This design comes from an exercise in tuning for small area on the open sky130 flow, not from production work. At most, simulation tests tie the RTL to the original design; equivalence was not proved. Power and IR drop assume default switching activity. The flow treats the clock pin as an ideal source, which a real chip does not have.

Setup of alpha:
==> flow/design.v <==
`default_nettype none
package cam_pkg;
  localparam int NUM_VARS = 4;
  localparam int VAR_WIDTH = 8;
  typedef logic [VAR_WIDTH-1:0] var_t;
  typedef var_t [NUM_VARS-1:0] vars_t;
  localparam int LEAF_WIDTH = 16;
  typedef logic signed [LEAF_WIDTH-1:0] leaf_t;
  localparam int TREE_ID_WIDTH = 4;
  typedef logic [TREE_ID_WIDTH-1:0] tree_id_t;
  localparam int CLASS_ID_WIDTH = 2;
  typedef logic [CLASS_ID_WIDTH-1:0] class_id_t;
  typedef enum logic [1:0] {
    MODE_INFER     = 2'd0,
    MODE_WRITE     = 2'd1,
    MODE_DONT_CARE = 2'd2,
    MODE_IDLE      = 2'd3
  } mode_t;
endpackage
`default_nettype wire
`timescale 1ns/1ns
`default_nettype none
module cam_maj2 (
  input  logic [1:0] a,
  input  logic [1:0] b,
  input  logic       c,
  output logic       y
);
  logic t;
  assign t = (a[0] & b[0]) | (a[0] & c) | (b[0] & c);
  assign y = (a[1] & b[1]) | (a[1] & t) | (b[1] & t);
endmodule
module cam_maj2_c1 (
  input  logic [1:0] a,
  input  logic [1:0] b,
  output logic       y
);
  logic t;
  assign t = a[0] | b[0];
  assign y = (a[1] & b[1]) | (a[1] & t) | (b[1] & t);
endmodule
module cam_maj2_c0 (
  input  logic [1:0] a,
  input  logic [1:0] b,
  output logic       y
);
  logic t;
  assign t = a[0] & b[0];
  assign y = (a[1] & b[1]) | (a[1] & t) | (b[1] & t);
endmodule
module cam_chain8 #(
  parameter bit CIN = 1'b0
) (
  input  logic [7:0] a,
  input  logic [7:0] b,
  output logic       y
);
  logic [3:0] c;
  if (CIN)
  begin : g_c1
    cam_maj2_c1 u_lsb (.a(a[1:0]), .b(b[1:0]), .y(c[0]));
  end
  else
  begin : g_c0
    cam_maj2_c0 u_lsb (.a(a[1:0]), .b(b[1:0]), .y(c[0]));
  end
  for (genvar k = 1; k < 4; k++)
  begin : g_step
    cam_maj2 u_step (.a(a[2*k +: 2]), .b(b[2*k +: 2]), .c(c[k-1]), .y(c[k]));
  end
  assign y = c[3];
endmodule
`default_nettype wire
`timescale 1ns/1ns
`default_nettype none
module cam_core (
  input  logic                clk,
  input  logic                rst_3,
  input  logic [1:0]          i_mode,
  input  logic [3:0]          i_clause,
  input  logic [1:0]          i_variable,
  input  logic                i_threshold_kind,
  input  logic [31:0]         i_vars,
  input  logic [15:0]         i_leaf,
  input  logic [3:0]          i_tree_id,
  input  logic [1:0]          i_class_id,
  output logic                o_ready,
  input  logic                i_out_ready,
  output logic                o_valid,
  output logic [127:0]        o_leaves,
  output logic [31:0]         o_tree_ids,
  output logic [15:0]         o_class_ids
);
  localparam int NC = 16;
  localparam int NV = 4;
  localparam int NS = 8;
  logic advance;
  assign advance = !o_valid || i_out_ready;
  assign o_ready = advance;
  logic m_infer, m_write, m_dc;
  assign m_infer = (i_mode == 2'd0);
  assign m_write = (i_mode == 2'd1);
  assign m_dc    = (i_mode == 2'd2);
  logic [31:0] lower_rows  [NC];
  logic [31:0] higher_rows [NC];
  logic [15:0] leaf_mem    [NC];
  logic [3:0]  tree_mem    [NC];
  logic [1:0]  class_mem   [NC];
  logic [NC-1:0] live;
  logic [NV-1:0] dont_care;
  always_ff @(posedge clk)
  begin
    for (int c = 0; c < NC; c++)
    begin
      if (advance && m_write && (i_clause == 4'(c)))
      begin
        if (!i_threshold_kind)
          lower_rows[c] <= ~i_vars;   
        else
          higher_rows[c] <= ~i_vars;  
      end
    end
  end
  always_ff @(posedge clk)
  begin
    if (rst_3)
    begin
      live      <= '0;
      dont_care <= '0;
    end
    else if (advance)
    begin
      for (int c = 0; c < NC; c++)
        if (m_write && i_threshold_kind && (i_clause == 4'(c)))
          live[c] <= 1'b1;
      for (int j = 0; j < NV; j++)
        if (m_dc && (i_variable == 2'(j)))
          dont_care[j] <= 1'b1;
    end
  end
  logic [NC-1:0] hit;
  logic [NC*NV-1:0] in_range;
  for (genvar c = 0; c < NC; c++)
  begin : g_clause
    for (genvar j = 0; j < NV; j++)
    begin : g_var
      logic ge, nlt;
      cam_chain8 #(.CIN(1'b1)) u_ge (.a(i_vars[8*j +: 8]), .b(lower_rows[c][8*j +: 8]), .y(ge));
      cam_chain8 #(.CIN(1'b1)) u_nlt (.a(i_vars[8*j +: 8]), .b(higher_rows[c][8*j +: 8]), .y(nlt));
      assign in_range[NV*c+j] = dont_care[j] | (ge & ~nlt);
    end
    assign hit[c] = live[c] & (&in_range[NV*c +: NV]);
  end
  logic [2*NS-1:0] sel_now;
  always_comb
  begin
    for (int s = 0; s < NS; s++)
    begin
      sel_now[2*s+1] = hit[2*s+1];
      sel_now[2*s]   = hit[2*s] & ~hit[2*s+1];
    end
  end
  logic        s1_infer, s1_write, s2_infer, s2_write;
  logic [15:0] s1_data,  s2_data;
  logic [3:0]  s1_clause, s2_clause;
  logic        s1_tkind,  s2_tkind;
  logic [2*NS-1:0] out_sel_n;
  always_ff @(posedge clk)
  begin
    if (rst_3)
    begin
      s1_infer <= 1'b0;
      s1_write <= 1'b0;
      s2_infer <= 1'b0;
      s2_write <= 1'b0;
      o_valid  <= 1'b0;
    end
    else if (advance)
    begin
      s1_infer <= m_infer;
      s1_write <= m_write;
      s2_infer <= s1_infer;
      s2_write <= s1_write;
      o_valid  <= s2_infer;
    end
  end
  always_ff @(posedge clk)
  begin
    if (advance)
    begin
      if (m_infer)
        s1_data <= ~sel_now;
      else if (i_threshold_kind)
        s1_data <= ~i_leaf;
      else
        s1_data <= ~{i_leaf[15:6], i_class_id, i_tree_id};
      s1_clause <= i_clause;
      s1_tkind  <= i_threshold_kind;
      s2_data   <= s1_data;
      s2_clause <= s1_clause;
      s2_tkind  <= s1_tkind;
      out_sel_n <= s2_data;
    end
  end
  always_ff @(posedge clk)
  begin
    for (int c = 0; c < NC; c++)
    begin
      if (advance && s2_write && (s2_clause == 4'(c)))
      begin
        if (!s2_tkind)
        begin
          tree_mem[c]  <= s2_data[3:0];
          class_mem[c] <= s2_data[5:4];
        end
        else
        begin
          leaf_mem[c]  <= s2_data;
        end
      end
    end
  end
  always_comb
  begin
    for (int s = 0; s < NS; s++)
    begin
      o_leaves[16*s +: 16]  = ~(({16{out_sel_n[2*s+1]}} | leaf_mem[2*s+1]) &
                                ({16{out_sel_n[2*s]}}   | leaf_mem[2*s]));
      o_tree_ids[4*s +: 4]  = ~(({4{out_sel_n[2*s+1]}}  | tree_mem[2*s+1]) &
                                ({4{out_sel_n[2*s]}}    | tree_mem[2*s]));
      o_class_ids[2*s +: 2] = ~(({2{out_sel_n[2*s+1]}}  | class_mem[2*s+1]) &
                                ({2{out_sel_n[2*s]}}    | class_mem[2*s]));
    end
  end
endmodule
`default_nettype wire
Settings: LEC_CHECK=0, CAP_MARGIN=20, CORE_MARGIN=2, CORE_UTILIZATION=65, CTS_BUF_LIST=sky130_fd_sc_hd__clkbuf_16, CTS_CLUSTER_DIAMETER=100, CTS_CLUSTER_SIZE=30, SLEW_MARGIN=20, SYNTH_HIERARCHICAL=1; clock period 5.0 ns.
standard.sh (not shown) runs the stock make flow with config.mk's settings and CLKGATE_MAP_FILE= SYNTH_SCRIPT=/design/flow/synth_recipe.tcl, a recipe that flattens the netlist after the stock synthesis.
==> flow/flow/run.sh <==
#!/bin/bash
# Standard synthesis, then the standard layout with a few layout-only
# settings passed to the ORFS make targets:
#  - port buffers use a small buffer cell,
#  - clock tree: larger sink clusters, no dummy loads,

set -euo pipefail
bash standard.sh synth > synth.log 2>&1
bash standard.sh \
  BUFFER_PORTS_ARGS="-buffer_cell sky130_fd_sc_hd__buf_1" \
  CTS_ARGS="-sink_clustering_enable -repair_clock_nets -sink_clustering_size 30 -sink_clustering_max_diameter 100 -buf_list sky130_fd_sc_hd__clkbuf_16 -dont_use_dummy_load" \
  finish > layout.log 2>&1
The inputs of delta differ from those of alpha as listed below.
--- a/flow/design.v
+++ b/flow/design.v
@@ -118,5 +118,5 @@
           lower_rows[c] <= ~i_vars;   
         else
-          higher_rows[c] <= ~i_vars;  
+          higher_rows[c] <= i_vars;
       end
     end
@@ -140,13 +140,15 @@
   end
   logic [NC-1:0] hit;
+  logic [31:0]   q_n;
   logic [NC*NV-1:0] in_range;
+  assign q_n = ~i_vars;
   for (genvar c = 0; c < NC; c++)
   begin : g_clause
     for (genvar j = 0; j < NV; j++)
     begin : g_var
-      logic ge, nlt;
+      logic ge, gt;
       cam_chain8 #(.CIN(1'b1)) u_ge (.a(i_vars[8*j +: 8]), .b(lower_rows[c][8*j +: 8]), .y(ge));
-      cam_chain8 #(.CIN(1'b1)) u_nlt (.a(i_vars[8*j +: 8]), .b(higher_rows[c][8*j +: 8]), .y(nlt));
-      assign in_range[NV*c+j] = dont_care[j] | (ge & ~nlt);
+      cam_chain8 #(.CIN(1'b0)) u_gt (.a(higher_rows[c][8*j +: 8]), .b(q_n[8*j +: 8]), .y(gt));
+      assign in_range[NV*c+j] = dont_care[j] | (ge & gt);
     end
     assign hit[c] = live[c] & (&in_range[NV*c +: NV]);
Findings:
Last element of the critical path: s1_data[13]$_DFFE_PN_ -> delta, s1_data[3]$_DFFE_PN_ -> alpha
The final reports for delta and alpha show proportion of cell area occupied by registers higher in the former.
The insertion delay of the later-clocked pin in the worst-skew pair on alpha is in line with that on delta.
Compared with alpha, delta shows a lower number of cells in the finished layout apart from fillers.
Die width delta (delta -> alpha): insignificant
Post-synthesis instance area went down slightly going from alpha to delta.
Mean routed wirelength per cell in delta vs alpha: down 1.4%
Switching part of the total: delta vs alpha down 0.16 points
Diff alpha..delta | share of the synthesized area in compound gates (AO/OA/AOI/OAI) | negligible
Power delta (delta -> alpha): insignificant
No functional check of the RTL was part of alpha.

[re-timing with driven ports]
In the flow no input, the clock included, has a driving cell. The finished layouts below were timed again as built, in two steps. Step 1 assumes that a clkbuf_16 drives the clock port and a buf_2 every other input. Step 2 moves the port delays by t, midway between the first and last clock arrival at a register: inputs arrive t later, outputs are due t later. That takes back most of the time a late clock gives input paths. Slacks: ideal / step 1 / step 2; pairs: ideal / step 1.
run | t, ns | slack for setup (ns) | worst data-port slew with drivers (ns)
alpha | 0.719 | 1.099 / 1.153 / 0.434 | 0.15
delta | 0.724 | 1.235 / 1.286 / 0.563 | 0.18
After both steps setup and hold are still met in every run listed. The setup slack of delta, which loses most, moves by +0.051 ns with the drivers and by -0.672 ns with both steps.
